Background: an optimization exercise with open tools, aiming at small area. Do not read the settings as production practice. At most, simulation tests tie the RTL to the original design; equivalence was not proved. The RTL of runs 1 to 3 and 8 was laid out without a check of its function. Power figures rest on the tool's default switching activity, not on a simulated workload. The clock port is modelled as an ideal driver; clocking choices that lean on that would not hold on a real chip.

`design.v`:
```
`default_nettype none
package cam_pkg;
  localparam int NUM_VARS = 4;
  localparam int VAR_WIDTH = 8;
  typedef logic [VAR_WIDTH-1:0] var_t;
  typedef var_t [NUM_VARS-1:0] vars_t;
  localparam int LEAF_WIDTH = 16;
  typedef logic signed [LEAF_WIDTH-1:0] leaf_t;
  localparam int TREE_ID_WIDTH = 4;
  typedef logic [TREE_ID_WIDTH-1:0] tree_id_t;
  localparam int CLASS_ID_WIDTH = 2;
  typedef logic [CLASS_ID_WIDTH-1:0] class_id_t;
  typedef enum logic [1:0] {
    MODE_INFER     = 2'd0,
    MODE_WRITE     = 2'd1,
    MODE_DONT_CARE = 2'd2,
    MODE_IDLE      = 2'd3
  } mode_t;
endpackage
`default_nettype wire
`timescale 1ns/1ns
`default_nettype none
module cam_core (
  input  logic                clk,
  input  logic                rst_3,
  input  logic [1:0]          i_mode,
  input  logic [3:0]          i_clause,
  input  logic [1:0]          i_variable,
  input  logic                i_threshold_kind,
  input  logic [31:0]         i_vars,
  input  logic [15:0]         i_leaf,
  input  logic [3:0]          i_tree_id,
  input  logic [1:0]          i_class_id,
  output logic                o_ready,
  input  logic                i_out_ready,
  output logic                o_valid,
  output logic [127:0]        o_leaves,
  output logic [31:0]         o_tree_ids,
  output logic [15:0]         o_class_ids
);
  localparam int NC = 16;
  localparam int NV = 4;
  localparam int NS = 8;
  logic advance;
  assign advance = !o_valid || i_out_ready;
  assign o_ready = advance;
  logic m_infer, m_write, m_dc;
  assign m_infer = (i_mode == 2'd0);
  assign m_write = (i_mode == 2'd1);
  assign m_dc    = (i_mode == 2'd2);
  logic [31:0] lower_rows  [NC];
  logic [31:0] higher_rows [NC];
  logic [15:0] leaf_mem    [NC];
  logic [3:0]  tree_mem    [NC];
  logic [1:0]  class_mem   [NC];
  logic [NC-1:0] live;
  logic [NV-1:0] dont_care;
  always_ff @(posedge clk)
  begin
    for (int c = 0; c < NC; c++)
    begin
      if (advance && m_write && (i_clause == 4'(c)))
      begin
        if (!i_threshold_kind)
          lower_rows[c] <= ~i_vars;   
        else
          higher_rows[c] <= i_vars;
      end
    end
  end
  always_ff @(posedge clk)
  begin
    if (rst_3)
    begin
      live      <= '0;
      dont_care <= '0;
    end
    else if (advance)
    begin
      for (int c = 0; c < NC; c++)
        if (m_write && i_threshold_kind && (i_clause == 4'(c)))
          live[c] <= 1'b1;
      for (int j = 0; j < NV; j++)
        if (m_dc && (i_variable == 2'(j)))
          dont_care[j] <= 1'b1;
    end
  end
  logic [NC-1:0] hit;
  always_comb
  begin
    for (int c = 0; c < NC; c++)
    begin
      logic all_in;
      all_in = live[c];
      for (int j = 0; j < NV; j++)
      begin
        logic ge, gt;
        logic [7:0] q, lo, hi;
        q  = i_vars[8*j +: 8];
        lo = ~lower_rows[c][8*j +: 8];
        hi = higher_rows[c][8*j +: 8];
        ge = 1'b1;
        gt = 1'b0;
        for (int b = 0; b < 8; b++)
        begin
          ge = (q[b] & ~lo[b]) | (q[b] & ge) | (~lo[b] & ge);
          gt = (hi[b] & ~q[b]) | (hi[b] & gt) | (~q[b] & gt);
        end
        all_in = all_in & (dont_care[j] | (ge & gt));
      end
      hit[c] = all_in;
    end
  end
  logic [2*NS-1:0] sel_now;
  always_comb
  begin
    for (int s = 0; s < NS; s++)
    begin
      sel_now[2*s+1] = hit[2*s+1];
      sel_now[2*s]   = hit[2*s] & ~hit[2*s+1];
    end
  end
  logic        s1_infer, s1_write, s2_infer, s2_write;
  logic [15:0] s1_data,  s2_data;
  logic [3:0]  s1_clause, s2_clause;
  logic        s1_tkind,  s2_tkind;
  logic [2*NS-1:0] out_sel;
  always_ff @(posedge clk)
  begin
    if (rst_3)
    begin
      s1_infer <= 1'b0;
      s1_write <= 1'b0;
      s2_infer <= 1'b0;
      s2_write <= 1'b0;
      o_valid  <= 1'b0;
    end
    else if (advance)
    begin
      s1_infer <= m_infer;
      s1_write <= m_write;
      s2_infer <= s1_infer;
      s2_write <= s1_write;
      o_valid  <= s2_infer;
    end
  end
  always_ff @(posedge clk)
  begin
    if (advance)
    begin
      if (m_infer)
        s1_data <= sel_now;
      else if (i_threshold_kind)
        s1_data <= i_leaf;
      else
        s1_data <= {i_leaf[15:6], i_class_id, i_tree_id};
      s1_clause <= i_clause;
      s1_tkind  <= i_threshold_kind;
      s2_data   <= s1_data;
      s2_clause <= s1_clause;
      s2_tkind  <= s1_tkind;
      out_sel   <= s2_data;
    end
  end
  always_ff @(posedge clk)
  begin
    for (int c = 0; c < NC; c++)
    begin
      if (advance && s2_write && (s2_clause == 4'(c)))
      begin
        if (!s2_tkind)
        begin
          tree_mem[c]  <= s2_data[3:0];
          class_mem[c] <= s2_data[5:4];
        end
        else
        begin
          leaf_mem[c]  <= s2_data;
        end
      end
    end
  end
  always_comb
  begin
    for (int s = 0; s < NS; s++)
    begin
      o_leaves[16*s +: 16]  = ({16{out_sel[2*s+1]}} & leaf_mem[2*s+1]) |
                              ({16{out_sel[2*s]}}   & leaf_mem[2*s]);
      o_tree_ids[4*s +: 4]  = ({4{out_sel[2*s+1]}}  & tree_mem[2*s+1]) |
                              ({4{out_sel[2*s]}}    & tree_mem[2*s]);
      o_class_ids[2*s +: 2] = ({2{out_sel[2*s+1]}}  & class_mem[2*s+1]) |
                              ({2{out_sel[2*s]}}    & class_mem[2*s]);
    end
  end
endmodule
`default_nettype wire
```
`run.sh`:
```
#!/bin/bash
# synth_recipe.tcl (not shown) runs the flow's synth.tcl, then flattens the netlist and writes it again
# the make line also repeats each setting of config.mk as NAME=value (left out here)
make -C /OpenROAD-flow-scripts/flow DESIGN_CONFIG=/design/flow/config.mk WORK_HOME=/design/flow/orfs CLKGATE_MAP_FILE= SYNTH_SCRIPT=/design/flow/synth_recipe.tcl finish
```
`config.mk`:
```
export PLATFORM = sky130hd
export DESIGN_NAME = cam_core
export DESIGN_NICKNAME = cam_core
export VERILOG_FILES = /design/flow/design.v
export SDC_FILE = /design/flow/constraint.sdc
export NUM_CORES = 4
export LEC_CHECK = 0
export CAP_MARGIN = 20
export CORE_MARGIN = 2
export CORE_UTILIZATION = 40
export SLEW_MARGIN = 20
```
`constraint.sdc`:
```
create_clock -name core_clock -period 5.0 [get_ports {clk}]
set_input_delay 1.0000 -clock core_clock [delete_from_list [all_inputs] [get_ports {clk}]]
set_output_delay 1.0000 -clock core_clock [all_outputs]
set_load 0.01 [all_outputs]
```
==> results.toml, run 1 <==
[route]
ant_nets = 0
drc = 0
vias_per_cell = 5.83
drtIter0Drc = 3920
drt_pass1_iterations = 9
wl_per_cell_um = 26.3
totalWireLength_mm = 169
routed-via-count = 37400

[grt]
grt_max_degree = 59
grt_pass1_wl_mm = 245
grt_overflow = 0
grtUsageTotal = 0.219
met3_usage = 0.0421
use_met1 = 0.310
antenna_found_initial = 6
met2_usage = 0.344
grt_busiest_layer = "met2"
grt_pass1_vias = 35100

[floorplanning]
start_util = 0.403
boundaryPins = 244
fp.dieH_um = 390
dieArea_um2 = 152000
design.core.area_um2 = 148000
die_w_um = 390
rows = 141

[sta]
drv_slew = 0
rsz0062_at_grt = "no"
clock_skew_ps = 32.0
setup_viol = 0
hold_viol_final = 0
max_freq_ghz = 0.263
slew_headroom = 0.280
worst_slew_pin_slew_ps = 1080
min_period_ps = 3800
final.setup.tns_ps = 0
period_share = 0.759

[setup_path]
critPathArrivalTime_ps = 2800
path_max_fanout = 16
cp.required_ps = 4000
path_class = "input port to output pin"
endpoint_kind = "output pin"
cp-start-kind = "input port"

[clock_tree]
cts.reportedPaths.clkPinSlew_ps = 60
hold_buffers = 0
post_cts_buffers = 0
cts-htree-levels = 4
cts_tree = "yes"
clock_path_buffers = 3
worstSkewPairLatency_ps = 790
cts_buffers = 153
clock-sinks = 1459
root_buffer = "clkbuf_16"
post_cts_resized = 0

[pwr]
pwr_density_cell_nw_per_um2 = 379
leakagePower_nw = 22.6
irDropWorstVdd_mv = 0.284
p_total_mw = 26.7

[status]
status = "no timing/DRC/antenna violations"

[place]
dpl.cell_count = 6135
globalplace.congestion = 0.853
dp_hpwl_mm = 109
portBuffers = 243

[synthesis]
syn-instance-count = 3986
synth_nets = 4052
ys_ff_latch = 1459
ys_warn_count = 6
synth_edf_count = 1434
synth.distinct_cells = 81
ys_seq_area_frac = 0.732
syn_area_per_cell_um2 = 14.9
syn_area_um2 = 59500
synth-main-ff-cell = "edfxtp_1"
synthArstFlopShare = 0

[finish]
drive_gt1_frac = 0.124
stdcell_count = 6421
nNetsFinal = 4426
area_growth_pct = 18.1

[flow_run]
drv_cap = 0

[hold_path]
hp-class = "flip-flop to flip-flop"
## layout by cell type, fill, tap and decap left out, drive strengths merged, types with 17 or more instances in the layout
master and n:
maj3 240, o31ai 38, clkbuf 197, inv 73, a22o 199, a22oi 50
a221oi 35, nor2 274, o22ai 121, a2111oi 19, a211oi 59, o221ai 34
o211ai 41, clkdlybuf4s50 212, nand3 51, nand2 208, a211o 17, buf 239
o21ai 158, dfxtp 25, edfxtp 1434, nor2b 124, clkinv 80, nor3 35
a21oi 147, a31oi 41, nand2b 43
## cell usage after synthesis, drive strengths merged (59+ instances only)
cell type     n  area share
nor2b       124       0.013
clkbuf      175       0.011
a22o        199       0.029
nor2        274       0.017
nand2       208       0.013
a21oi       147       0.012
o22ai       121       0.013
edfxtp     1434        0.72
maj3        240       0.041
inv          66      0.0042
o21ai       158       0.013
a211oi       59      0.0076
## metrics by stage
stage               instance area [µm²]  setup slack [ps]   util  hold slack, ps
CTS                               70300              1190  0.476             395
floorplan                         59500               337      -             400
detailed placement                65400               491  0.443             405
finish                            70300              1200  0.476             394
global placement                  65400               531  0.443             403
global route                      70300              1030  0.476             415
## worst paths after layout
kind / start / cells past startpoint / slack (ps) / end
worst max-delay path: i_out_ready / 6 / 1200 / o_ready
worst min-delay path: s1_clause[3] / 0 / 390 / s2_clause[3]
worst max register to register: dont_care[0] / 9 / 1540 / s1_data[12]
worst min register to register: s1_clause[3] / 0 / 390 / s2_clause[3]
## worst max-delay path, stage by stage
cell	delay, ps
clkdlybuf4s50_1	580
nor2b_1	80
buf_4	170
inv_2	60
buf_4	280
clkdlybuf4s50_1	610
## logic make-up after synthesis
logic type,Yosys count,synth area share
muxes,16,0.00290
DFF,1459,0.732
buffers and inverters,309,0.0200
and+or+nand+nor,838,0.0671
adders and majority gates,240,0.0409
AOI/OAI and AO/OA,1124,0.137
## where the power goes
group	switching [mW]	internal, mW
combinational	1.10	0.680
sequential	0.185	13.6
clock	4.78	6.34
total	6.06	20.6
## per-layer routing
metal / up-vias / share of wire
li1: 16700 / -
met1: 19000 / 0.43
met2: 1539 / 0.46
met3: 218 / 0.079
met4: 8 / 0.024
met5: - / 0.00027
## cell type report
cell class,instances,area [µm²]
inverters,77,292
multi-input cells,2218,15000
repair buffers,451,4100
clock inverters,87,779
diodes,2,5.00
clock buffers,197,4100
well taps,1930,2410
fillers,12400,77400
flip-flops and latches,1459,43600
## state kept, by name (all words and copies together) (netlist names)
signal / cells
class_mem: 32
dont_care: 4
higher_rows: 512
leaf_mem: 256
live: 16
lower_rows: 512
o_valid: 1
out_sel: 16
s1_clause: 4
s1_data: 16
s1_infer: 1
s1_tkind: 1
s1_write: 1
s2_clause: 4
s2_data: 16
s2_infer: 1
s2_tkind: 1
s2_write: 1
tree_mem: 64
==> run 2: changes to the inputs <==
--- a/design.v
+++ b/design.v
@@ -20,6 +20,59 @@
 `default_nettype wire
 `timescale 1ns/1ns
 `default_nettype none
+module cam_maj2 (
+  input  logic [1:0] a,
+  input  logic [1:0] b,
+  input  logic       c,
+  output logic       y
+);
+  logic t;
+  assign t = (a[0] & b[0]) | (a[0] & c) | (b[0] & c);
+  assign y = (a[1] & b[1]) | (a[1] & t) | (b[1] & t);
+endmodule
+module cam_maj2_c1 (
+  input  logic [1:0] a,
+  input  logic [1:0] b,
+  output logic       y
+);
+  logic t;
+  assign t = a[0] | b[0];
+  assign y = (a[1] & b[1]) | (a[1] & t) | (b[1] & t);
+endmodule
+module cam_maj2_c0 (
+  input  logic [1:0] a,
+  input  logic [1:0] b,
+  output logic       y
+);
+  logic t;
+  assign t = a[0] & b[0];
+  assign y = (a[1] & b[1]) | (a[1] & t) | (b[1] & t);
+endmodule
+module cam_chain8 #(
+  parameter bit CIN = 1'b0
+) (
+  input  logic [7:0] a,
+  input  logic [7:0] b,
+  output logic       y
+);
+  logic [3:0] c;
+  if (CIN)
+  begin : g_c1
+    cam_maj2_c1 u_lsb (.a(a[1:0]), .b(b[1:0]), .y(c[0]));
+  end
+  else
+  begin : g_c0
+    cam_maj2_c0 u_lsb (.a(a[1:0]), .b(b[1:0]), .y(c[0]));
+  end
+  for (genvar k = 1; k < 4; k++)
+  begin : g_step
+    cam_maj2 u_step (.a(a[2*k +: 2]), .b(b[2*k +: 2]), .c(c[k-1]), .y(c[k]));
+  end
+  assign y = c[3];
+endmodule
+`default_nettype wire
+`timescale 1ns/1ns
+`default_nettype none
 module cam_core (
   input  logic                clk,
   input  logic                rst_3,
@@ -86,30 +139,19 @@
     end
   end
   logic [NC-1:0] hit;
-  always_comb
-  begin
-    for (int c = 0; c < NC; c++)
-    begin
-      logic all_in;
-      all_in = live[c];
-      for (int j = 0; j < NV; j++)
-      begin
-        logic ge, gt;
-        logic [7:0] q, lo, hi;
-        q  = i_vars[8*j +: 8];
-        lo = ~lower_rows[c][8*j +: 8];
-        hi = higher_rows[c][8*j +: 8];
-        ge = 1'b1;
-        gt = 1'b0;
-        for (int b = 0; b < 8; b++)
-        begin
-          ge = (q[b] & ~lo[b]) | (q[b] & ge) | (~lo[b] & ge);
-          gt = (hi[b] & ~q[b]) | (hi[b] & gt) | (~q[b] & gt);
-        end
-        all_in = all_in & (dont_care[j] | (ge & gt));
-      end
-      hit[c] = all_in;
-    end
+  logic [31:0]   q_n;
+  logic [NC*NV-1:0] in_range;
+  assign q_n = ~i_vars;
+  for (genvar c = 0; c < NC; c++)
+  begin : g_clause
+    for (genvar j = 0; j < NV; j++)
+    begin : g_var
+      logic ge, gt;
+      cam_chain8 #(.CIN(1'b1)) u_ge (.a(i_vars[8*j +: 8]), .b(lower_rows[c][8*j +: 8]), .y(ge));
+      cam_chain8 #(.CIN(1'b0)) u_gt (.a(higher_rows[c][8*j +: 8]), .b(q_n[8*j +: 8]), .y(gt));
+      assign in_range[NV*c+j] = dont_care[j] | (ge & gt);
+    end
+    assign hit[c] = live[c] & (&in_range[NV*c +: NV]);
   end
   logic [2*NS-1:0] sel_now;
   always_comb
--- a/config.mk
+++ b/config.mk
@@ -9,3 +9,4 @@
 export CORE_MARGIN = 2
 export CORE_UTILIZATION = 40
 export SLEW_MARGIN = 20
+export SYNTH_HIERARCHICAL = 1
==> run 2 against run 1 <==
Utilization up 0.31 points. Non-clock buffer count down 41. Worst setup slack worse by 53 ps. Combinational power down 6%. Global-route usage down 1.5 points. First-iteration DRC count down 7.0%. Sequential power about the same. Sequential cell count unchanged. Die area down 4.7%. Critical path type unchanged. Critical endpoint unchanged.
==> results.toml, run 2 <==
[floorplanning]
design.core.area_um2 = 141000
start_util = 0.402
fp.dieH_um = 381
rows = 138
dieArea_um2 = 145000
die_w_um = 381
boundaryPins = 244

[clock_tree]
cts-htree-levels = 4
cts_buffers = 153
post_cts_resized = 0
cts_tree = "yes"
clock_path_buffers = 3
root_buffer = "clkbuf_16"
cts.reportedPaths.clkPinSlew_ps = 60
clock-sinks = 1459
hold_buffers = 0
worstSkewPairLatency_ps = 800
post_cts_buffers = 0

[grt]
grt_pass1_vias = 35200
grt_busiest_layer = "met2"
met2_usage = 0.341
met3_usage = 0.0414
grt_overflow = 0
grt_pass1_wl_mm = 222
grtUsageTotal = 0.203
grt_max_degree = 49
antenna_found_initial = 6
use_met1 = 0.267

[pwr]
swShare = 0.228
clock_power_share = 0.410
leakagePower_nw = 21.8
p_int_mw = 20.2
p_sw_mw = 5.97
comb_power_share = 0.064
pwr_density_cell_nw_per_um2 = 387
irDropWorstVdd_mv = 0.267
power_frac_seq = 0.526

[synthesis]
ys_seq_area_frac = 0.768
ys_ff_latch = 1459
synthTopCellsByArea = "edfxtp_1 76%, a21oi_1 4.7%, o22ai_1 4.2%"
synth.area.mux_share = 0.000530
synth_top_cell_by_area = "edfxtp_1"
synth-main-ff-cell = "edfxtp_1"
synth-simple-area-share = 0.0503
ys_top_cells_by_count = "1,434 x edfxtp_1, 534 x a21oi_1, 476 x nand2_1, 384 x o21ai_1, 384 x o22ai_1"
synth.distinct_cells = 48
synth_top_family_by_area = "compound AO/OA/AOI/OAI gates"
synth-compound-area-share = 0.175
synthArstFlopShare = 0
yosysMostFrequentCell = "edfxtp_1"
synthAdderAreaFrac = 0
synthXorXnorAreaFrac = 0
syn-instance-count = 3933
syn_area_um2 = 56700
synth_top_cell_area_share = 0.759
syn_area_per_cell_um2 = 14.4
synth_edf_count = 1434
ys_warn_count = 17
synth_nets = 3999

[setup_path]
rrSetupSlack_ps = 1880
cp.required_ps = 4000
cp_slowest_stage_delay_ps = 590
endpoint_kind = "output pin"
cp-start-kind = "input port"
critPathArrivalTime_ps = 2850
path_class = "input port to output pin"
crit_chain = "clkdlybuf4s50_1 -> nor2b_4 -> inv_2 -> clkdlybuf4s50_1"
crit_slowest_cell = "clkdlybuf4s50_1"
worst_path_most_repeated_cell = "clkdlybuf4s50_1"
path_max_fanout = 15

[route]
routed-via-count = 36600
totalWireLength_mm = 150
vias_per_cell = 5.67
drc = 0
ant_nets = 0
wl_per_cell_um = 23.3
drt_pass1_iterations = 5
drtIter0Drc = 3647

[sta]
clock_skew_ps = 22.3
worst_slew_pin_slew_ps = 1080
max_freq_ghz = 0.260
period_share = 0.770
rsz0062_at_grt = "no"
slew_headroom = 0.280
min_period_ps = 3850
drv_slew = 0
final.setup.tns_ps = 0
setup_viol = 0
hold_viol_final = 0

[finish]
layout.cells.most_common = "edfxtp_1"
multi_input_area_um2 = 13000
nNetsFinal = 4511
seq_area_um2 = 43600
reg_top3 = "higher_rows (512), lower_rows (512), leaf_mem (256)"
nFillCells = 12100
area_growth_pct = 19.1
drive_gt1_frac = 0.0968
most-common-layout-cells = "1,434 x edfxtp_1, 534 x a21oi_1, 476 x nand2_1"
post-route-util = 0.479

[hold_path]
hp-class = "flip-flop to flip-flop"

[status]
status = "no timing/DRC/antenna violations"

[place]
globalplace.congestion = 0.833
dp_hpwl_mm = 96.5
portBuffers = 243

[flow_run]
drv_cap = 0
-- run 2: changes by cell type in the layout (fill, tap and decap cells not counted), sizes merged, moves of 113 or more --
cell   previous run  this run
nor2b           124         4
nor2            274       161
a21oi           147       534
o21ai           158       453
nand2           208       476
o22ai           121       384
maj3            240         0
-- run 2: metal layers --
layer	wire, µm	part of all wire	up-vias
met1	62400	0.42	18300
met5	69	0.00046	-
met2	74000	0.49	1253
li1	-	-	16900
met3	10400	0.069	211
met4	3450	0.023	10
-- run 2: cell type report --
class                           instances  share of cell area
Antenna cell                            1           0.0000370
Clock buffer                          204              0.0597
Tap cell                             1890              0.0350
Clock inverter                         72              0.0102
Sequential cell                      1459               0.645
Inverter                               34             0.00189
Timing Repair Buffer                  410              0.0557
Multi-Input combinational cell       2387               0.193
-- run 2: cells by family (layout without fill, tap and decap cells) --
family                 Yosys count  count (layout)
and+or+nand+nor                693             693
buffers and inverters           87             720
other                            0               1
AOI/OAI and AO/OA             1691            1691
muxes                            3               3
DFF                           1459            1459
-- run 2: final timing paths --
path,start,end,depth (start not counted)
min reg2reg,s1_data[4],s2_data[4],0
max reg2reg,higher_rows[11][24],s1_data[10],12
min,s1_data[4],s2_data[4],0
max,i_out_ready,o_ready,4
-- run 2: modules after synthesis (local to each module, per instance), excerpt --
| module | area, µm² | cells inside |
|---|---|---|
| cam_maj2 | 20.0 | 4 |
| cam_core | 47000 | 2013 |
| cam_maj2_c0 | 15.0 | 3 |
| cam_maj2_c1 | 16.3 | 3 |
-- run 2: worst max-delay path: cells and delay by family --
kind	cells	cell delay, ps
buffers and inverters	3	1330
AND/OR/NAND/NOR	1	510
-- run 2: stage by stage --
step                      total power, mW  cell area (µm²)  std cells  hold WS (ps)  setup WS, ps
after floorplan                      14.7            56700       3933           400          1080
after global placement               15.7            62800       6179           400           371
after detailed placement             15.7            62800       6180           406           340
after CTS                            26.4            67600       6456           414          1170
after global routing                 27.0            67600       6456           417           929
final                                26.2            67600       6457           414          1150
-- run 2: power by group through the flow --
| stage | logic, mW | registers [mW] | clock network [mW] |
|---|---|---|---|
| final | 1.67 | 13.8 | 10.7 |
| after global routing | 1.81 | 13.8 | 11.4 |
| after CTS | 1.68 | 13.8 | 10.9 |
| after detailed placement | 1.68 | 14.0 | 0 |
| after global placement | 1.64 | 14.0 | 0 |
| after floorplan | 0.790 | 13.9 | 0 |
==> run 3: changes to the inputs <==
--- a/config.mk
+++ b/config.mk
@@ -7,6 +7,9 @@
 export LEC_CHECK = 0
 export CAP_MARGIN = 20
 export CORE_MARGIN = 2
-export CORE_UTILIZATION = 40
+export CORE_UTILIZATION = 65
+export CTS_BUF_LIST = sky130_fd_sc_hd__clkbuf_16
+export CTS_CLUSTER_DIAMETER = 100
+export CTS_CLUSTER_SIZE = 30
 export SLEW_MARGIN = 20
 export SYNTH_HIERARCHICAL = 1
==> run 3 against run 2 <==
Still clean on timing, DRC and antenna. Die area fell by 38%. Synthesized cell count did not move. Routed wire length shrank 5.9%. Sequential power is essentially flat. Power down 20%. Global-route usage up 11 points. Synthesized area is the same. Count of clock-buffer cells in the layout fell by 147. First-iteration DRC count increased by 18%. Register-to-register slack worse by 20 ps. Critical path type is now input port to flip-flop. Critical endpoint is now s1_data[10].
==> results.toml, run 3 <==
[clock_tree]
root_buffer = "clkbuf_16"
cts.reportedPaths.clkPinSlew_ps = 120
hold_buffers = 0
cts_buffers = 54
clock-sinks = 1459
cts-htree-levels = 2
post_cts_buffers = 0
post_cts_resized = 0
cts_tree = "yes"
worstSkewPairLatency_ps = 670
clock_path_buffers = 3

[finish]
area_growth_pct = 12.4
final_area_um2 = 63700
nFillCells = 5433
drive_gt1_frac = 0.0716
seq_area_um2 = 43600
nNetsFinal = 4432
layout.cells.most_common = "edfxtp_1"
most-common-layout-cells = "1,434 x edfxtp_1, 534 x a21oi_1, 476 x nand2_1"
reg_top3 = "higher_rows (512), lower_rows (512), leaf_mem (256)"
multi_input_area_um2 = 13000

[grt]
grt_overflow = 0
grt_max_degree = 55
antenna_found_initial = 8
grt_pass1_vias = 34300
grt_pass1_wl_mm = 209
grtUsageTotal = 0.312

[route]
drt_pass1_iterations = 6
drc = 0
routed-via-count = 36800
totalWireLength_mm = 141
vias_per_cell = 6.62
drtIter0Drc = 4287
ant_nets = 0
wl_per_cell_um = 25.4

[sta]
drv_slew = 0
max_freq_ghz = 0.233
clock_skew_ps = 24.0
slew_headroom = 0.301
worst_slew_pin_slew_ps = 1050
hold_viol_final = 0
setup_viol = 0
period_share = 0.858
rsz0062_at_grt = "no"
final.setup.tns_ps = 0
worst_slack_ps = 712
min_period_ps = 4290

[synthesis]
synthArstFlopShare = 0
synth_top_cell_by_area = "edfxtp_1"
ys_ff_latch = 1459
ys_warn_count = 17
syn_area_per_cell_um2 = 14.4
ys_top_cells_by_count = "1,434 x edfxtp_1, 534 x a21oi_1, 476 x nand2_1, 384 x o21ai_1, 384 x o22ai_1"
synth_top_cell_area_share = 0.759
yosysMostFrequentCell = "edfxtp_1"
synth.distinct_cells = 48
synth-main-ff-cell = "edfxtp_1"
ys_seq_area_frac = 0.768
syn_area_um2 = 56700
syn-instance-count = 3933
synth_nets = 3999
synth_edf_count = 1434
synthTopCellsByArea = "edfxtp_1 76%, a21oi_1 4.7%, o22ai_1 4.2%"

[pwr]
leakagePower_nw = 20.5
pwr_density_cell_nw_per_um2 = 329
irDropWorstVdd_mv = 0.318

[place]
globalplace.congestion = 0.848
dpl_worst_slack_ps = 130
placed_area_um2 = 62200
portBuffers = 243
dp_hpwl_mm = 90.0

[flow_run]
drv_cap = 0

[floorplanning]
start_util = 0.655
boundaryPins = 244
dieArea_um2 = 89600
die_w_um = 299
design.core.area_um2 = 86600
rows = 108
fp.dieH_um = 299

[setup_path]
crit_slowest_cell = "nor4_1"
critPathArrivalTime_ps = 4730
crit_chain = "clkdlybuf4s50_1 -> inv_1 -> buf_4 -> a31oi_1 -> nor2_1 -> o22ai_1 -> o21ai_1 -> a21oi_1 -> o21ai_1 -> o22ai_1 -> o21ai_1 -> a21oi_1 -> nor4_1 -> nand2_1 -> a32o_1"
worst_path_most_repeated_cell = "o21ai_1"
cp.required_ps = 5440
endpoint_kind = "flip-flop"
path_max_fanout = 17
path_class = "input port to flip-flop"
cp-start-kind = "input port"
cp_slowest_stage_delay_ps = 620

[status]
status = "no timing/DRC/antenna violations"

[hold_path]
hp-class = "flip-flop to flip-flop"
run 3: layer usage:
metal,part of all wire,vias to the layer above,track usage
met4,0.027,10,0.0806
li1,-,16600,-
met1,0.39,18200,0.441
met5,0.00042,-,0
met2,0.49,1679,0.520
met3,0.090,216,0.0451
run 3: critical path, delay by kind of cell:
family | cells | cell delay (ps)
AND/OR/NAND/NOR | 3 | 990
buffers and inverters | 3 | 1240
AO/OA/AOI/OAI | 9 | 1500
run 3: layout make-up:
| class | instances | share of cell area |
|---|---|---|
| tap | 1155 | 0.0227 |
| clock inverter | 35 | 0.00226 |
| multi-input combinational | 2387 | 0.204 |
| antenna | 4 | 0.000157 |
| sequential | 1459 | 0.684 |
| inverter | 34 | 0.00200 |
| timing repair buffer | 430 | 0.0627 |
| clock buffer | 57 | 0.0224 |
run 3: worst paths after layout:
path	cells after the start	startpoint	slack, ps	to
setup / recovery	15	i_vars[0]	710	s1_data[10]
hold / removal	0	s1_data[13]	430	s2_data[13]
setup reg to reg	12	higher_rows[15][16]	1860	s1_data[14]
hold reg to reg	0	s1_data[13]	430	s2_data[13]
run 3: kinds of logic (layout without fill, tap and decap cells):
logic type | after synthesis | after routing | share of synthesized area
buffers and inverters | 87 | 556 | 0.00646
and+or+nand+nor | 693 | 693 | 0.0503
other | 0 | 4 | 0
AOI/OAI and AO/OA | 1691 | 1691 | 0.175
DFF | 1459 | 1459 | 0.768
muxes | 3 | 3 | 0.000530
run 3: modules after synthesis (local to each module, per instance), excerpt:
module | flip-flops and latches | cells | area, µm² | copies in the design
cam_core | 1459 | 2013 | 47000 | 1
cam_maj2 | 0 | 4 | 20.0 | 384
cam_maj2_c0 | 0 | 3 | 15.0 | 64
cam_maj2_c1 | 0 | 3 | 16.3 | 64
run 3: per-stage QoR:
stage / utilization / power (mW) / hold WS (ps) / std cells
global route: 0.736 / 21.5 / 441 / 5557
floorplan: - / 14.7 / 400 / 3933
global placement: 0.718 / 15.6 / 401 / 5465
finish: 0.736 / 20.9 / 433 / 5561
detailed placement: 0.718 / 15.7 / 407 / 5465
CTS: 0.736 / 21.0 / 434 / 5557
run 3: report_power, final:
part,internal [mW],switching [mW]
combinational,0.627,1.05
clock,2.09,3.44
sequential,13.6,0.185
==> run 4: changes to the inputs <==
--- a/design.v
+++ b/design.v
@@ -166,7 +166,7 @@
   logic [15:0] s1_data,  s2_data;
   logic [3:0]  s1_clause, s2_clause;
   logic        s1_tkind,  s2_tkind;
-  logic [2*NS-1:0] out_sel;
+  logic [2*NS-1:0] out_sel_n;
   always_ff @(posedge clk)
   begin
     if (rst_3)
@@ -191,17 +191,17 @@
     if (advance)
     begin
       if (m_infer)
-        s1_data <= sel_now;
+        s1_data <= ~sel_now;
       else if (i_threshold_kind)
-        s1_data <= i_leaf;
+        s1_data <= ~i_leaf;
       else
-        s1_data <= {i_leaf[15:6], i_class_id, i_tree_id};
+        s1_data <= ~{i_leaf[15:6], i_class_id, i_tree_id};
       s1_clause <= i_clause;
       s1_tkind  <= i_threshold_kind;
       s2_data   <= s1_data;
       s2_clause <= s1_clause;
       s2_tkind  <= s1_tkind;
-      out_sel   <= s2_data;
+      out_sel_n <= s2_data;
     end
   end
   always_ff @(posedge clk)
@@ -226,12 +226,12 @@
   begin
     for (int s = 0; s < NS; s++)
     begin
-      o_leaves[16*s +: 16]  = ({16{out_sel[2*s+1]}} & leaf_mem[2*s+1]) |
-                              ({16{out_sel[2*s]}}   & leaf_mem[2*s]);
-      o_tree_ids[4*s +: 4]  = ({4{out_sel[2*s+1]}}  & tree_mem[2*s+1]) |
-                              ({4{out_sel[2*s]}}    & tree_mem[2*s]);
-      o_class_ids[2*s +: 2] = ({2{out_sel[2*s+1]}}  & class_mem[2*s+1]) |
-                              ({2{out_sel[2*s]}}    & class_mem[2*s]);
+      o_leaves[16*s +: 16]  = ~(({16{out_sel_n[2*s+1]}} | leaf_mem[2*s+1]) &
+                                ({16{out_sel_n[2*s]}}   | leaf_mem[2*s]));
+      o_tree_ids[4*s +: 4]  = ~(({4{out_sel_n[2*s+1]}}  | tree_mem[2*s+1]) &
+                                ({4{out_sel_n[2*s]}}    | tree_mem[2*s]));
+      o_class_ids[2*s +: 2] = ~(({2{out_sel_n[2*s+1]}}  | class_mem[2*s+1]) &
+                                ({2{out_sel_n[2*s]}}    | class_mem[2*s]));
     end
   end
 endmodule
==> flow/run.sh (new file) <==
#!/bin/bash
# Standard synthesis, then the standard layout with a few layout-only
# settings passed to the ORFS make targets:
#  - port buffers use a small buffer cell,
#  - clock tree: larger sink clusters, no dummy loads,
#  - power/area recovery on paths with slack after global routing.
set -euo pipefail
bash standard.sh synth > synth.log 2>&1
bash standard.sh \
  BUFFER_PORTS_ARGS="-buffer_cell sky130_fd_sc_hd__buf_2" \
  CTS_ARGS="-sink_clustering_enable -repair_clock_nets -sink_clustering_size 30 -sink_clustering_max_diameter 100 -buf_list sky130_fd_sc_hd__clkbuf_16 -dont_use_dummy_load" \
  RECOVER_POWER=100 \
  finish > layout.log 2>&1
==> standard.sh (new file) <==
#!/bin/bash
# synth_recipe.tcl (not shown) runs the flow's synth.tcl, then flattens the netlist and writes it again
# the make line also repeats each setting of config.mk as NAME=value (left out here)
make -C /OpenROAD-flow-scripts/flow DESIGN_CONFIG=/design/flow/config.mk WORK_HOME=/design/flow/orfs CLKGATE_MAP_FILE= SYNTH_SCRIPT=/design/flow/synth_recipe.tcl "${@:-finish}"
removed: run.sh
==> run 4 against run 3 <==
Now fails the layout checks on max-capacitance violations, max-slew violations. Synthesized cell count hardly changed. Non-clock buffer count fell by 17. First-iteration DRC count down 8.3%. Sequential power barely moved. Worst hold slack got worse by 1.5 ps. Global-route usage is essentially flat. Routed wire length fell by 0.49%. Worst setup slack worse by 140 ps. Synthesized area shrank 0.72%. Critical endpoint is now lower_rows[4][8]. Largest cell class unchanged.
==> results.toml, run 4 <==
[clock_tree]
clock_path_buffers = 3
hold_buffers = 0
cts.reportedPaths.clkPinSlew_ps = 110
post_cts_buffers = 0
post_cts_resized = 0
worstSkewPairLatency_ps = 670
cts_tree = "yes"
root_buffer = "clkbuf_16"
clock-sinks = 1459
cts-htree-levels = 2
cts_buffers = 54

[pwr]
comb_power_share = 0.069
p_int_mw = 15.9
irDropWorstVdd_mv = 0.452
power_frac_seq = 0.672
swShare = 0.221
leakagePower_nw = 18.6
clock_power_share = 0.259
pwr_density_cell_nw_per_um2 = 335
p_sw_mw = 4.51

[sta]
period_share = 0.886
rsz0062_at_grt = "no"
holdWs_ps = 432
min_period_ps = 4430
drv_slew = 1197
hold_viol_final = 0
clock_skew_ps = 46.2
max_freq_ghz = 0.226
setup_viol = 0
worst_slew_pin_slew_ps = 2740
slew_headroom = -0.833
final.setup.tns_ps = 0

[synthesis]
synthArstFlopShare = 0
synth_top_cell_area_share = 0.765
synth_edf_count = 1434
synth_top_cell_by_area = "edfxtp_1"
synth_nets = 3997
ys_warn_count = 17
ys_seq_area_frac = 0.774
synth.distinct_cells = 44
synthTopCellsByArea = "edfxtp_1 76%, o22ai_1 6.2%, a21oi_1 4.7%"
synth-main-ff-cell = "edfxtp_1"
syn_area_um2 = 56300
syn-instance-count = 3931
ys_top_cells_by_count = "1,434 x edfxtp_1, 560 x o22ai_1, 534 x a21oi_1, 472 x nand2_1, 384 x o21ai_1"
yosysMostFrequentCell = "edfxtp_1"
ys_ff_latch = 1459
syn_area_per_cell_um2 = 14.3

[finish]
most-common-layout-cells = "1,434 x edfxtp_1, 560 x o22ai_1, 534 x a21oi_1"
reg_top3 = "higher_rows (512), lower_rows (512), leaf_mem (256)"
nNetsFinal = 4414
drive_gt1_frac = 0.0380
layout.cells.most_common = "edfxtp_1"
area_growth_pct = 8.00

[route]
drc = 0
vias_per_cell = 6.67
totalWireLength_mm = 141
drt_pass1_iterations = 6
routed-via-count = 36700
wl_per_cell_um = 25.6
ant_nets = 0
drtIter0Drc = 3933

[setup_path]
reg2reg_from = "o_valid"
endpoint_kind = "flip-flop"
reg2regPathDepth = 5
rrSetupSlack_ps = 860
path_class = "input port to flip-flop"
cp.required_ps = 5320
cp-start-kind = "input port"
path_max_fanout = 18
critPathArrivalTime_ps = 4750
timing.rr.end = "lower_rows[4][8]"

[floorplanning]
design.core.area_um2 = 85500
die_w_um = 298
dieArea_um2 = 89000
boundaryPins = 244
rows = 107
start_util = 0.658
fp.dieH_um = 298

[hold_path]
hp-class = "flip-flop to flip-flop"
holdPathStages = 0
min_to = "s2_clause[2]"
worstHoldStart = "s1_clause[2]"

[flow_run]
drv_cap = 42

[grt]
grt_pass1_wl_mm = 208
grt_overflow = 0
grt_max_degree = 50
grt_pass1_vias = 34200
antenna_found_initial = 11
grtUsageTotal = 0.312

[place]
dp_hpwl_mm = 92.1
portBuffers = 243
globalplace.congestion = 0.835

[status]
status = "complete, but fails checks"
so.violations = "max-capacitance violations, max-slew violations"
[run 4: changes by cell type in the layout (fill, tap and decap cells not counted), moves of 5 or more]
cell / change
clkdlybuf4s50_1: -225
a32oi_1: +5
a22o_1: -176
o21a_1: +5
buf_12: -8
inv_1: -33
nor2_4: -28
a32o_1: -5
nor2_1: +30
clkbuf_1: +320
buf_4: -126
o22ai_1: +176
buf_2: +18
[run 4: cell families (layout without fill, tap and decap cells)]
logic type,count (synthesis),in the layout,synth area share
buf+inv,86,501,0.00656
other cells,0,5,0
simple gates,692,692,0.0510
compound gates,1688,1688,0.168
mux,6,6,0.00107
flops,1459,1459,0.774
[run 4: area by class of cell]
class | instances | area, µm²
fillers | 5839 | 24700
inverters | 34 | 128
well taps | 1144 | 1430
clock buffers | 54 | 1350
repair buffers | 413 | 1950
multi-input cells | 2386 | 12400
flip-flops and latches | 1459 | 43600
diodes | 5 | 12.5
[run 4: worst max-delay path by stage]
stage | slack [ps] | start | endpoint | cells past startpoint
6_report | 570 | i_mode[1] | lower_rows[4][8] | 6
5_1_grt | 510 | i_vars[24] | s1_data[7] | 15
4_1_cts | 1320 | i_vars[3] | s1_data[7] | 14
3_5_place_dp | 620 | i_vars[3] | s1_data[7] | 14
3_3_place_gp | 700 | i_vars[3] | s1_data[7] | 14
2_1_floorplan | 1070 | i_out_ready | leaf_mem[11][0] | 4
[run 4: modules after synthesis, one instance, submodules excluded, excerpt]
module,flip-flops and latches,cell area (µm²),times used
cam_maj2,0,20.0,384
cam_maj2_c0,0,15.0,64
cam_core,1459,46600,1
cam_maj2_c1,0,16.3,64
[run 4: power groups by stage]
stage          Combinational, mW  Sequential [mW]  Clock (mW)
6_report                    1.40             13.7        5.28
5_1_grt                     1.51             13.7        5.70
4_1_cts                     1.45             13.7        5.32
3_5_place_dp                1.45             14.0           0
3_3_place_gp                1.41             14.0           0
2_1_floorplan              0.738             13.9           0
[run 4: critical path, cell delays in order]
cell	delay, ps
clkbuf_1	120
nand2b_1	360
nor3_1	330
nand2_1	350
nor2_1	2140
clkbuf_1	440
[run 4: through the flow]
stage,setup WS (ps),cells,utilization,power (mW),cell area [µm²]
after floorplan,1070,3931,-,14.6,56300
after global placement,697,5436,0.706,15.4,60400
after detailed placement,622,5436,0.706,15.4,60400
after CTS,1320,5490,0.722,20.5,61700
after global routing,508,5490,0.711,20.9,60800
final,569,5495,0.711,20.4,60800
[run 4: layer usage]
layer | track usage | vias to the layer above | wire [µm]
met5 | 0 | - | 107
met4 | 0.0827 | 16 | 3700
met3 | 0.0462 | 228 | 12800
met2 | 0.537 | 1656 | 71200
met1 | 0.422 | 18200 | 52900
li1 | - | 16600 | -
==> run 5: changes to the inputs <==
==> flow/run.sh (replaced) <==
#!/bin/bash
# Standard synthesis, then the standard layout with a few layout-only
# settings passed to the ORFS make targets:
#  - port buffers use a small buffer cell,
#  - clock tree: larger sink clusters, no dummy loads,

set -euo pipefail
bash standard.sh synth > synth.log 2>&1
bash standard.sh \
  BUFFER_PORTS_ARGS="-buffer_cell sky130_fd_sc_hd__buf_2" \
  CTS_ARGS="-sink_clustering_enable -repair_clock_nets -sink_clustering_size 30 -sink_clustering_max_diameter 100 -buf_list sky130_fd_sc_hd__clkbuf_16 -dont_use_dummy_load" \
  finish > layout.log 2>&1
==> run 5 against run 4 <==
The run now finishes clean. Worst hold slack got worse by 5.5 ps. Count of clock-buffer cells in the layout unchanged. Die area is the same. Largest cell class unchanged. Non-clock buffer count did not move.
==> results.toml, run 5 <==
[setup_path]
cp.required_ps = 5410
path_class = "input port to flip-flop"
cp-start-kind = "input port"
path_max_fanout = 28
critPathArrivalTime_ps = 4190
endpoint_kind = "flip-flop"
reg2regPathDepth = 12

[floorplanning]
start_util = 0.658
rows = 107
die_w_um = 298
design.core.area_um2 = 85500
boundaryPins = 244
fp.dieH_um = 298
dieArea_um2 = 89000

[synthesis]
yosysMostFrequentCell = "edfxtp_1"
synth_top_cell_area_share = 0.765
synth.distinct_cells = 44
syn_area_per_cell_um2 = 14.3
ys_warn_count = 17
syn_area_um2 = 56300
syn-instance-count = 3931
synth-main-ff-cell = "edfxtp_1"
synthArstFlopShare = 0
synthTopCellsByArea = "edfxtp_1 76%, o22ai_1 6.2%, a21oi_1 4.7%"
ys_top_cells_by_count = "1,434 x edfxtp_1, 560 x o22ai_1, 534 x a21oi_1, 472 x nand2_1, 384 x o21ai_1"
synth_nets = 3997
ys_ff_latch = 1459
ys_seq_area_frac = 0.774
synth_top_cell_by_area = "edfxtp_1"
synth_edf_count = 1434

[finish]
area_growth_pct = 9.71
nNetsFinal = 4414
post-route-util = 0.722
multi_input_area_um2 = 12600
seq_area_um2 = 43600
drive_gt1_frac = 0.120
layout.cells.most_common = "edfxtp_1"
reg_top3 = "higher_rows (512), lower_rows (512), leaf_mem (256)"
nFillCells = 5551
most-common-layout-cells = "1,434 x edfxtp_1, 560 x o22ai_1, 534 x a21oi_1"

[route]
drtIter0Drc = 4046
drc = 0
highest_layer = "met5"
totalWireLength_mm = 141
vias_per_cell = 6.67
met1_length_mm = 53.0
wl_met3_mm = 12.7
drt_pass1_iterations = 5
wl_met2_mm = 71.1
ant_nets = 0
wl_per_cell_um = 25.6
routed-via-count = 36700

[sta]
period_share = 0.757
drv_slew = 0
min_period_ps = 3790
setup_viol = 0
max_freq_ghz = 0.264
rsz0062_at_grt = "no"
final.setup.tns_ps = 0
slew_headroom = 0.242
clock_skew_ps = 44.8
hold_viol_final = 0
worst_slew_pin_slew_ps = 1130

[clock_tree]
post_cts_resized = 0
post_cts_buffers = 0
cts_tree = "yes"
cts-htree-levels = 2
clock_path_buffers = 3
cts_buffers = 54
clock-sinks = 1459
root_buffer = "clkbuf_16"
hold_buffers = 0
worstSkewPairLatency_ps = 660
cts.reportedPaths.clkPinSlew_ps = 110

[grt]
grt_overflow = 0
grt_max_degree = 50
grt_pass1_wl_mm = 208
grtUsageTotal = 0.312
antenna_found_initial = 13
grt_pass1_vias = 34200

[place]
dp_hpwl_mm = 92.1
portBuffers = 243
globalplace.congestion = 0.835

[pwr]
leakagePower_nw = 19.8
irDropWorstVdd_mv = 0.451
pwr_density_cell_nw_per_um2 = 331
p_total_mw = 20.4

[hold_path]
hp-class = "flip-flop to flip-flop"
holdPathStages = 0

[status]
status = "no timing/DRC/antenna violations"

[flow_run]
drv_cap = 0
run 5: final cells by class:
class / count / share of cell area
Tap cell: 1144 / 0.0232
Inverter: 34 / 0.00207
Multi-Input combinational cell: 2386 / 0.204
Antenna cell: 8 / 0.000324
Clock buffer: 54 / 0.0219
Timing Repair Buffer: 413 / 0.0432
Sequential cell: 1459 / 0.705
run 5: critical path: stages:
cell and delay [ps]:
buf_2 280, inv_1 580, buf_4 320, o22ai_1 110, o21ai_1 340, o22ai_1 150
o21ai_1 260, o22ai_1 130, o21ai_1 180, a21oi_1 180, nor4_1 510, a21oi_1 140
run 5: final timing paths:
check,startpoint,to,slack (ps)
setup / recovery,i_vars[3],s1_data[4],1210
hold / removal,s1_data[6],s2_data[6],430
setup reg to reg,higher_rows[11][8],s1_data[11],1900
hold reg to reg,s1_data[6],s2_data[6],430
run 5: cells by family (layout without fill, tap and decap cells):
group                  count (synthesis)  in the layout  share of synthesized area
flip-flops                          1459           1459                      0.774
multiplexers                           6              6                    0.00107
AO/OA/AOI/OAI                       1688           1688                      0.168
buffers and inverters                 86            501                    0.00656
AND/OR/NAND/NOR                      692            692                     0.0510
other                                  0              8                          0
run 5: per-layer routing:
| metal | up-vias | track usage |
|---|---|---|
| li1 | 16600 | - |
| met1 | 18200 | 0.422 |
| met2 | 1589 | 0.537 |
| met3 | 227 | 0.0462 |
| met4 | 16 | 0.0827 |
| met5 | - | 0 |
run 5: per-module statistics from Yosys (local to each module, per instance), a selection:
module,copies in the design,cell area (µm²),flops+latches,cells inside
cam_core,1,46600,1459,2011
cam_maj2,384,20.0,0,4
cam_maj2_c0,64,15.0,0,3
cam_maj2_c1,64,16.3,0,3
run 5: power breakdown:
group	internal (mW)	leakage [nW]	total (mW)	switching, mW
Sequential	13.5	13.1	13.7	0.165
Combinational	0.449	5.95	1.46	1.01
Clock	1.95	0.665	5.28	3.33
run 5: per-stage QoR:
stage / area (µm²) / hold WS [ps] / instances / setup slack (ps)
6_report: 61800 / 426 / 5498 / 1210
5_1_grt: 61800 / 437 / 5491 / 986
4_1_cts: 61700 / 431 / 5490 / 1320
3_5_place_dp: 60400 / 405 / 5436 / 622
3_3_place_gp: 60400 / 401 / 5436 / 697
2_1_floorplan: 56300 / 400 / 3931 / 1070
==> run 6: changes to the inputs <==
--- a/flow/run.sh
+++ b/flow/run.sh
@@ -7,6 +7,6 @@
 set -euo pipefail
 bash standard.sh synth > synth.log 2>&1
 bash standard.sh \
-  BUFFER_PORTS_ARGS="-buffer_cell sky130_fd_sc_hd__buf_2" \
+  BUFFER_PORTS_ARGS="-buffer_cell sky130_fd_sc_hd__buf_1" \
   CTS_ARGS="-sink_clustering_enable -repair_clock_nets -sink_clustering_size 30 -sink_clustering_max_diameter 100 -buf_list sky130_fd_sc_hd__clkbuf_16 -dont_use_dummy_load" \
   finish > layout.log 2>&1
==> run 6 against run 5 <==
Still clean on timing, DRC and antenna. Power fell by 0.21%. Clock power barely moved. Utilization shrank 0.39 points. Synthesized area unchanged. Synthesized cell count unchanged. Fmax grew 0.60%. Via count decreased by 1.2%. Final cell count decreased by 0.24%. Count of clock-buffer cells in the layout unchanged. Critical endpoint is now s1_data[13]. Largest power group unchanged.
==> results.toml, run 6 <==
[synthesis]
synth-main-ff-cell = "edfxtp_1"
ys_warn_count = 17
syn-instance-count = 3931
syn_area_per_cell_um2 = 14.3
yosysMostFrequentCell = "edfxtp_1"
synth_nets = 3997
synth_top_cell_by_area = "edfxtp_1"
ys_top_cells_by_count = "1,434 x edfxtp_1, 560 x o22ai_1, 534 x a21oi_1, 472 x nand2_1, 384 x o21ai_1"
ys_seq_area_frac = 0.774
synthArstFlopShare = 0
synth_top_cell_area_share = 0.765
ys_ff_latch = 1459
syn_area_um2 = 56300
synthTopCellsByArea = "edfxtp_1 76%, o22ai_1 6.2%, a21oi_1 4.7%"
synth.distinct_cells = 44
synth_edf_count = 1434

[route]
routed-via-count = 36200
drt_pass1_iterations = 5
wl_per_cell_um = 25.1
drtIter0Drc = 4005
totalWireLength_mm = 138
vias_per_cell = 6.60
drc = 0
ant_nets = 0

[grt]
antenna_found_initial = 2
grt_pass1_vias = 33900
grt_overflow = 0
grt_max_degree = 49
grtUsageTotal = 0.307
grt_pass1_wl_mm = 205

[setup_path]
endpoint_kind = "flip-flop"
cp-start-kind = "input port"
path_class = "input port to flip-flop"
crit_slowest_cell = "inv_1"
cp.required_ps = 5420
rrSetupSlack_ps = 1950
path_max_fanout = 20
crit_chain = "clkbuf_2 -> inv_1 -> buf_4 -> o22ai_1 -> o21ai_1 -> o22ai_1 -> o21ai_1 -> o22ai_1 -> o21ai_1 -> a21oi_1 -> nor4_1 -> buf_4 -> nand2_1 -> o21a_1"
cp_slowest_stage_delay_ps = 540
critPathArrivalTime_ps = 4180

[sta]
setup_viol = 0
slew_headroom = 0.299
drv_slew = 0
worst_slack_ps = 1240
rsz0062_at_grt = "no"
max_freq_ghz = 0.266
hold_viol_final = 0
worst_slew_pin_slew_ps = 1050
period_share = 0.753
final.setup.tns_ps = 0
clock_skew_ps = 23.2
min_period_ps = 3760

[finish]
post-route-util = 0.718
nNetsFinal = 4407
layout.cells.most_common = "edfxtp_1"
drive_gt1_frac = 0.0698
reg_top3 = "higher_rows (512), lower_rows (512), leaf_mem (256)"
area_growth_pct = 9.13
most-common-layout-cells = "1,434 x edfxtp_1, 560 x o22ai_1, 534 x a21oi_1"

[floorplanning]
rows = 107
boundaryPins = 244
die_w_um = 298
dieArea_um2 = 89000
start_util = 0.658
design.core.area_um2 = 85500
fp.dieH_um = 298

[flow_run]
drv_cap = 0

[place]
portBuffers = 243
globalplace.congestion = 0.822
dpl_worst_slack_ps = 747
dp_hpwl_mm = 89.7

[clock_tree]
cts-htree-levels = 2
cts_buffers = 54
hold_buffers = 0
cts_tree = "yes"
worstSkewPairLatency_ps = 670
post_cts_buffers = 0
clock-sinks = 1459
post_cts_resized = 0
root_buffer = "clkbuf_16"
clock_path_buffers = 3
cts.reportedPaths.clkPinSlew_ps = 110

[status]
status = "no timing/DRC/antenna violations"

[hold_path]
hp-class = "flip-flop to flip-flop"

[pwr]
leakagePower_nw = 19.1
irDropWorstVdd_mv = 0.310
pwr_density_cell_nw_per_um2 = 332
run 6: cell counts after synthesis:
Identical to the previous run, type by type.
run 6: stage by stage:
| stage | cells | instance area (µm²) | hold slack (ps) | power [mW] |
|---|---|---|---|---|
| 2_1_floorplan | 3931 | 56300 | 400 | 14.6 |
| 3_3_place_gp | 5429 | 60100 | 401 | 15.3 |
| 3_5_place_dp | 5429 | 60100 | 405 | 15.4 |
| 4_1_cts | 5483 | 61400 | 430 | 20.4 |
| 5_1_grt | 5483 | 61400 | 437 | 21.0 |
| 6_report | 5485 | 61400 | 432 | 20.4 |
run 6: final cells by class:
cell class,instances,area [µm²]
repair buffers,406,2350
well taps,1144,1430
clock buffers,54,1350
inverters,34,128
diodes,2,5.00
fillers,5572,24100
multi-input cells,2386,12600
flip-flops and latches,1459,43600
run 6: kinds of logic (layout without fill, tap and decap cells):
logic type             Yosys count  count (layout)  share of synthesized area
AOI/OAI and AO/OA             1688            1688                      0.168
buffers and inverters           86             494                    0.00656
DFF                           1459            1459                      0.774
muxes                            6               6                    0.00107
other                            0               2                          0
and+or+nand+nor                692             692                     0.0510
run 6: Yosys stat by module (local to each module, per instance), excerpt:
module,area (µm²),cells,times used
cam_maj2_c0,15.0,3,64
cam_maj2,20.0,4,384
cam_core,46600,2011,1
cam_maj2_c1,16.3,3,64
run 6: path summary, 6_finish.rpt:
kind,start,endpoint,cells after the start
min,s1_data[8],s2_data[8],0
min reg2reg,s1_data[8],s2_data[8],0
max,i_vars[3],s1_data[13],14
max reg2reg,higher_rows[11][8],s1_data[11],12
run 6: report_power, final:
part / total [mW] / internal [mW] / switching (mW)
registers: 13.7 / 13.5 / 0.158
logic: 1.42 / 0.410 / 1.01
clock network: 5.29 / 1.95 / 3.34
run 6: worst max-delay path: cells and delay by family:
family	cells	cell delay, ps
compound gates	8	1320
buf+inv	4	1200
simple gates	2	620
run 6: per-layer routing:
layer	share of wire	wire [µm]	GRT usage
met1	0.38	52600	0.412
met2	0.51	69700	0.528
met3	0.081	11100	0.0449
met4	0.032	4460	0.0925
met5	0.00018	25	0
==> run 7: changes to the inputs <==
==> config.mk (replaced) <==
export PLATFORM = sky130hd
export DESIGN_NAME = cam_core
export DESIGN_NICKNAME = cam_core
export VERILOG_FILES = /design/flow/design.v
export SDC_FILE = /design/flow/constraint.sdc
export NUM_CORES = 4
export LEC_CHECK = 0
export CAP_MARGIN = 0
export CORE_MARGIN = 2
export CORE_UTILIZATION = 75
export SLEW_MARGIN = 0
export SYNTH_HIERARCHICAL = 1
==> run 7 against run 6 <==
Still clean. Critical path depth is 1 higher. Register-to-register slack worse by 100 ps. Worst setup slack lost 150 ps. Sequential share of layout area is 0.27 points higher. Global-route usage is 5.6 points higher. Final cell count decreased by 3.2%. Routed wire length is 2.9% higher. Critical endpoint is now s1_data[6].
==> results.toml, run 7 <==
[floorplanning]
dieArea_um2 = 77300
rows = 100
die_w_um = 278
start_util = 0.758
boundaryPins = 244
fp.dieH_um = 278
design.core.area_um2 = 74300

[synthesis]
ys_seq_area_frac = 0.774
synth_edf_count = 1434
synth_top_cell_by_area = "edfxtp_1"
synth.distinct_cells = 44
synth_nets = 3997
yosysMostFrequentCell = "edfxtp_1"
ys_warn_count = 17
synth-main-ff-cell = "edfxtp_1"
synth_top_cell_area_share = 0.765
synthArstFlopShare = 0
syn_area_um2 = 56300
syn-instance-count = 3931
ys_ff_latch = 1459
syn_area_per_cell_um2 = 14.3
synthTopCellsByArea = "edfxtp_1 76%, o22ai_1 6.2%, a21oi_1 4.7%"
ys_top_cells_by_count = "1,434 x edfxtp_1, 560 x o22ai_1, 534 x a21oi_1, 472 x nand2_1, 384 x o21ai_1"

[clock_tree]
clock-sinks = 1459
post_cts_resized = 0
hold_buffers = 0
cts_tree = "yes"
cts_buffers = 54
post_cts_buffers = 0
clock_path_buffers = 3
root_buffer = "clkbuf_16"
cts-htree-levels = 2
worstSkewPairLatency_ps = 670
cts.reportedPaths.clkPinSlew_ps = 110

[hold_path]
hp-class = "flip-flop to flip-flop"
worstHoldStart = "s1_data[5]"
holdPathStages = 0

[finish]
drive_gt1_frac = 0.0690
area_growth_pct = 8.72
nNetsFinal = 4404
stdcell_count = 5312
most-common-layout-cells = "1,434 x edfxtp_1, 560 x o22ai_1, 534 x a21oi_1"
layout.cells.most_common = "edfxtp_1"
reg_top3 = "higher_rows (512), lower_rows (512), leaf_mem (256)"

[pwr]
comb_power_share = 0.070
swShare = 0.222
pwr_density_cell_nw_per_um2 = 334
leakagePower_nw = 19.0
clock_power_share = 0.259
p_sw_mw = 4.53
irDropWorstVdd_mv = 0.391
p_int_mw = 15.9
power_frac_seq = 0.671

[sta]
min_period_ps = 3910
worst_slack_ps = 1090
slew_headroom = 0.184
drv_slew = 0
hold_viol_final = 0
clock_skew_ps = 41.4
setup_viol = 0
period_share = 0.782
max_freq_ghz = 0.256
rsz0062_at_grt = "no"
final.setup.tns_ps = 0
worst_slew_pin_slew_ps = 1220

[flow_run]
drv_cap = 0

[grt]
grt_busiest_layer = "met2"
grt_pass1_vias = 35700
grt_overflow = 0
grt_pass1_wl_mm = 209
grt_max_degree = 51
met3_usage = 0.0656
antenna_found_initial = 13
grtUsageTotal = 0.363
met2_usage = 0.622
use_met1 = 0.458

[route]
wl_per_cell_um = 26.7
ant_nets = 0
totalWireLength_mm = 142
vias_per_cell = 7.06
drt_pass1_iterations = 6
drtIter0Drc = 5294
routed-via-count = 37500
drc = 0

[place]
dp_hpwl_mm = 89.9
dpl_worst_slack_ps = 631
portBuffers = 243
globalplace.congestion = 0.867
dpl.cell_count = 5251

[setup_path]
cp_num_cells = 15
reg2regPathDepth = 12
endpoint_kind = "flip-flop"
cp_top_family = "compound AO/OA/AOI/OAI gates"
crit_chain = "clkbuf_2 -> inv_1 -> buf_4 -> a31oi_1 -> nor2_1 -> o22ai_1 -> o21ai_1 -> a21oi_1 -> o21ai_1 -> a21oi_1 -> o21ai_1 -> a21oi_1 -> nor4_1 -> nand2_1 -> a32oi_1"
critPathLaunch = "i_vars[16]"
cp-start-kind = "input port"
critPathArrivalTime_ps = 4390
reg2reg_from = "higher_rows[11][8]"
path_max_fanout = 19
cp.required_ps = 5480
path_buf_inv = 3
path_class = "input port to flip-flop"
crit_slowest_cell = "nor4_1"
cp_slowest_stage_delay_ps = 650

[status]
status = "no timing/DRC/antenna violations"
## run 7: cell counts after synthesis
Identical to the previous run, type by type.
## run 7: through the flow
step | util | hold slack, ps | area, µm² | power, mW
finish | 0.824 | 426 | 61200 | 20.4
detailed placement | 0.805 | 405 | 59800 | 15.4
global route | 0.823 | 439 | 61200 | 20.9
CTS | 0.823 | 420 | 61200 | 20.4
global placement | 0.805 | 401 | 59800 | 15.3
floorplan | - | 400 | 56300 | 14.6
## run 7: modules after synthesis, one instance, submodules excluded, a selection
module | area [µm²] | copies in the design | cells inside
cam_maj2 | 20.0 | 384 | 4
cam_maj2_c1 | 16.3 | 64 | 3
cam_core | 46600 | 1 | 2011
cam_maj2_c0 | 15.0 | 64 | 3
## run 7: final timing paths
path,to,slack [ps]
worst max-delay path,s1_data[6],1090
worst min-delay path,s2_data[5],430
worst min register to register,s2_data[5],430
worst max register to register,s1_data[11],1850
## run 7: logic make-up after synthesis
family / count (synthesis) / share of synthesized area
AOI/OAI and AO/OA: 1688 / 0.168
buffers and inverters: 86 / 0.00656
DFF: 1459 / 0.774
and+or+nand+nor: 692 / 0.0510
muxes: 6 / 0.00107
## run 7: power by group through the flow
stage / sequential [mW] / clock (mW) / combinational (mW)
after floorplan: 13.9 / 0 / 0.738
after global placement: 14.0 / 0 / 1.35
after detailed placement: 14.0 / 0 / 1.40
after CTS: 13.7 / 5.26 / 1.41
after global routing: 13.7 / 5.63 / 1.53
final: 13.7 / 5.28 / 1.44
## run 7: layout make-up
cell class              instances  area [µm²]
repair buffers                403        2330
fillers                      3751       13100
multi-input cells            2386       12600
well taps                     969        1210
diodes                          7        17.5
inverters                      34         128
flip-flops and latches       1459       43600
clock buffers                  54        1350
## run 7: worst register-to-register path, stage by stage (launching register included)
cell and delay (ps):
edfxtp_1 380, a31oi_1 90, nor2_1 160, o22ai_1 100, o21ai_1 240, o22ai_1 140, o21ai_1 210, o22ai_1 120
o21ai_1 250, a21oi_1 210, nor4_1 630, nand2_1 180, o21a_1 200
## run 7: routing by layer
layer	vias up	part of all wire
met5	-	0.00068
met4	16	0.051
met3	407	0.10
met2	2379	0.50
met1	18200	0.34
li1	16600	-
==> run 8: changes to the inputs <==
--- a/design.v
+++ b/design.v
@@ -117,7 +117,7 @@
         if (!i_threshold_kind)
           lower_rows[c] <= ~i_vars;   
         else
-          higher_rows[c] <= i_vars;
+          higher_rows[c] <= ~i_vars;  
       end
     end
   end
@@ -139,17 +139,15 @@
     end
   end
   logic [NC-1:0] hit;
-  logic [31:0]   q_n;
   logic [NC*NV-1:0] in_range;
-  assign q_n = ~i_vars;
   for (genvar c = 0; c < NC; c++)
   begin : g_clause
     for (genvar j = 0; j < NV; j++)
     begin : g_var
-      logic ge, gt;
+      logic ge, nlt;
       cam_chain8 #(.CIN(1'b1)) u_ge (.a(i_vars[8*j +: 8]), .b(lower_rows[c][8*j +: 8]), .y(ge));
-      cam_chain8 #(.CIN(1'b0)) u_gt (.a(higher_rows[c][8*j +: 8]), .b(q_n[8*j +: 8]), .y(gt));
-      assign in_range[NV*c+j] = dont_care[j] | (ge & gt);
+      cam_chain8 #(.CIN(1'b1)) u_nlt (.a(i_vars[8*j +: 8]), .b(higher_rows[c][8*j +: 8]), .y(nlt));
+      assign in_range[NV*c+j] = dont_care[j] | (ge & ~nlt);
     end
     assign hit[c] = live[c] & (&in_range[NV*c +: NV]);
   end
==> config.mk (replaced) <==
export PLATFORM = sky130hd
export DESIGN_NAME = cam_core
export DESIGN_NICKNAME = cam_core
export VERILOG_FILES = /design/flow/design.v
export SDC_FILE = /design/flow/constraint.sdc
export NUM_CORES = 4
export LEC_CHECK = 0
export CAP_MARGIN = 20
export CORE_MARGIN = 2
export CORE_UTILIZATION = 65
export CTS_BUF_LIST = sky130_fd_sc_hd__clkbuf_16
export CTS_CLUSTER_DIAMETER = 100
export CTS_CLUSTER_SIZE = 30
export SLEW_MARGIN = 20
export SYNTH_HIERARCHICAL = 1
==> run 8 against run 7 <==
Register-to-register slack worse by 60 ps. Non-clock buffer count shrank 9. Sequential power about the same. Critical endpoint is now s1_data[3]. Worst setup slack better by 10 ps. Clock skew fell by 15 ps. Critical path depth unchanged. Fmax rose by 0.26%. Highest routed layer unchanged. Worst hold slack better by 3.7 ps. Largest cell class unchanged.
==> results.toml, run 8 <==
[status]
status = "no timing/DRC/antenna violations"

[synthesis]
ys_seq_area_frac = 0.771
synthTopCellsByArea = "edfxtp_1 76%, o22ai_1 6.3%, a21oi_1 4.0%"
ys_ff_latch = 1459
syn_area_um2 = 56500
ys_warn_count = 17
synthArstFlopShare = 0
syn-instance-count = 3966
syn_area_per_cell_um2 = 14.2
synth_nets = 4032
yosysMostFrequentCell = "edfxtp_1"
synth-main-ff-cell = "edfxtp_1"
synth_top_cell_area_share = 0.762
synth.distinct_cells = 42
ys_top_cells_by_count = "1,434 x edfxtp_1, 565 x o22ai_1, 527 x nand2_1, 446 x a21oi_1, 387 x o21ai_1"
synth_edf_count = 1434
synth_top_cell_by_area = "edfxtp_1"

[sta]
clock_skew_ps = 26.8
drv_slew = 0
max_freq_ghz = 0.256
final.setup.tns_ps = 0
period_share = 0.780
rsz0062_at_grt = "no"
min_period_ps = 3900
setup_viol = 0
worst_slew_pin_slew_ps = 1070
slew_headroom = 0.284
hold_viol_final = 0

[pwr]
pwr_density_cell_nw_per_um2 = 332
clock_power_share = 0.259
irDropWorstVdd_mv = 0.312
leakagePower_nw = 19.2
swShare = 0.222
power_frac_seq = 0.670
p_int_mw = 15.9
comb_power_share = 0.072
p_sw_mw = 4.55

[finish]
layout.cells.most_common = "edfxtp_1"
reg_top3 = "higher_rows (512), lower_rows (512), leaf_mem (256)"
drive_gt1_frac = 0.0667
most-common-layout-cells = "1,434 x edfxtp_1, 565 x o22ai_1, 527 x nand2_1"
seq_area_um2 = 43600
nNetsFinal = 4429
nFillCells = 5728
stdcell_count = 5519
multi_input_area_um2 = 12700
area_growth_pct = 9.18

[floorplanning]
start_util = 0.653
fp.dieH_um = 299
die_w_um = 299
design.core.area_um2 = 86500
rows = 108
boundaryPins = 244
dieArea_um2 = 89300

[grt]
grt_max_degree = 66
antenna_found_initial = 8
grt_pass1_vias = 33900
grtUsageTotal = 0.313
grt_pass1_wl_mm = 208
grt_overflow = 0

[setup_path]
cp.required_ps = 5360
reg2regPathDepth = 11
crit_chain = "clkbuf_2 -> buf_12 -> o21ai_0 -> nand2_1 -> o22ai_1 -> o21ai_1 -> o22ai_1 -> o21ai_1 -> o22ai_1 -> o21ai_1 -> nor2b_1 -> o21ai_0 -> nor4_1 -> buf_4 -> a21oi_1"
cp_top_family = "compound AO/OA/AOI/OAI gates"
path_class = "input port to flip-flop"
rrSetupSlack_ps = 1790
crit_slowest_cell = "nor4_1"
cp_slowest_stage_delay_ps = 630
reg2reg_from = "lower_rows[13][8]"
cp-start-kind = "input port"
critPathArrivalTime_ps = 4260
path_max_fanout = 33
path_buf_inv = 3
endpoint_kind = "flip-flop"
timing.rr.end = "s1_data[12]"

[clock_tree]
post_cts_resized = 0
root_buffer = "clkbuf_16"
clock-sinks = 1459
clock_path_buffers = 3
hold_buffers = 0
worstSkewPairLatency_ps = 660
cts_tree = "yes"
cts-htree-levels = 2
cts.reportedPaths.clkPinSlew_ps = 110
post_cts_buffers = 0
cts_buffers = 54

[place]
dp_hpwl_mm = 88.9
dpl.cell_count = 5462
globalplace.congestion = 0.850
portBuffers = 243

[route]
vias_per_cell = 6.60
totalWireLength_mm = 141
wl_per_cell_um = 25.5
routed-via-count = 36400
drt_pass1_iterations = 8
drc = 0
ant_nets = 0
drtIter0Drc = 4031

[hold_path]
worstHoldStart = "s1_tkind"
holdPathStages = 0
min_to = "s2_tkind"
hp-class = "flip-flop to flip-flop"

[flow_run]
drv_cap = 0
-- run 8: cell type report --
type | instances | area share
sequential | 1459 | 0.706
multi-input combinational | 2382 | 0.206
inverter | 72 | 0.00438
timing repair buffer | 394 | 0.0383
tap | 1155 | 0.0234
antenna | 3 | 0.000122
clock buffer | 54 | 0.0219
-- run 8: metal layers --
metal / global-route usage / up-vias / part of all wire
met1: 0.437 / 18100 / 0.39
met3: 0.0497 / 217 / 0.091
li1: - / 16600 / -
met4: 0.100 / 8 / 0.034
met5: 0 / - / 0.00036
met2: 0.513 / 1541 / 0.48
-- run 8: how the worst max path moves through the flow --
stage                start              end  slack [ps]  cells after the start
2_1_floorplan  i_out_ready  leaf_mem[10][0]        1010                      4
3_3_place_gp    i_vars[17]       s1_data[3]         590                     15
3_5_place_dp    i_vars[17]       s1_data[3]         480                     15
4_1_cts         i_vars[17]       s1_data[3]        1160                     15
5_1_grt          i_vars[9]      s1_data[15]         890                     14
6_report        i_vars[17]       s1_data[3]        1100                     15
-- run 8: logic make-up after synthesis --
kind of cell | after synthesis | share of synthesized area
AOI/OAI and AO/OA | 1677 | 0.168
DFF | 1459 | 0.771
and+or+nand+nor | 693 | 0.0503
buffers and inverters | 125 | 0.00870
muxes | 12 | 0.00215
-- run 8: per-stage QoR --
stage | cell area [µm²] | power, mW | utilization | setup WS [ps] | hold slack (ps)
finish | 61700 | 20.5 | 0.713 | 1100 | 430
global route | 61700 | 21.0 | 0.713 | 889 | 437
CTS | 61700 | 20.5 | 0.713 | 1160 | 431
detailed placement | 60300 | 15.4 | 0.698 | 484 | 405
global placement | 60300 | 15.4 | 0.698 | 587 | 401
floorplan | 56500 | 14.6 | - | 1010 | 400
-- run 8: per-module statistics from Yosys (local to each module, per instance), excerpt --
module / cells / area, µm² / flip-flops and latches / times used
cam_core: 2046 / 46700 / 1459 / 1
cam_maj2: 4 / 20.0 / 0 / 384
cam_maj2_c1: 3 / 16.3 / 0 / 128
-- run 8: power by group through the flow --
stage	clock, mW	sequential (mW)	combinational, mW
2_1_floorplan	0	13.9	0.709
3_3_place_gp	0	14.0	1.42
3_5_place_dp	0	14.0	1.46
4_1_cts	5.33	13.7	1.46
5_1_grt	5.70	13.7	1.59
6_report	5.29	13.7	1.47
-- run 8: worst reg2reg max path: stages, from the launching register on --
cell and delay, ps:
edfxtp_1 420, o31ai_1 280, nand2_1 130, o22ai_1 150, o21ai_1 100, a21oi_1 130, o21ai_1 120, a21oi_1 140
o21ai_1 130, a21oi_1 620, nor4_1 270, o41a_1 470

Check on run 8: ideal ports give 1.099 ns setup slack; a clkbuf_16 on the clock port and buf_2 on the inputs give 1.153 ns; moving port delays by the midpoint clock arrival (0.719 ns) as well gives 0.434 ns.
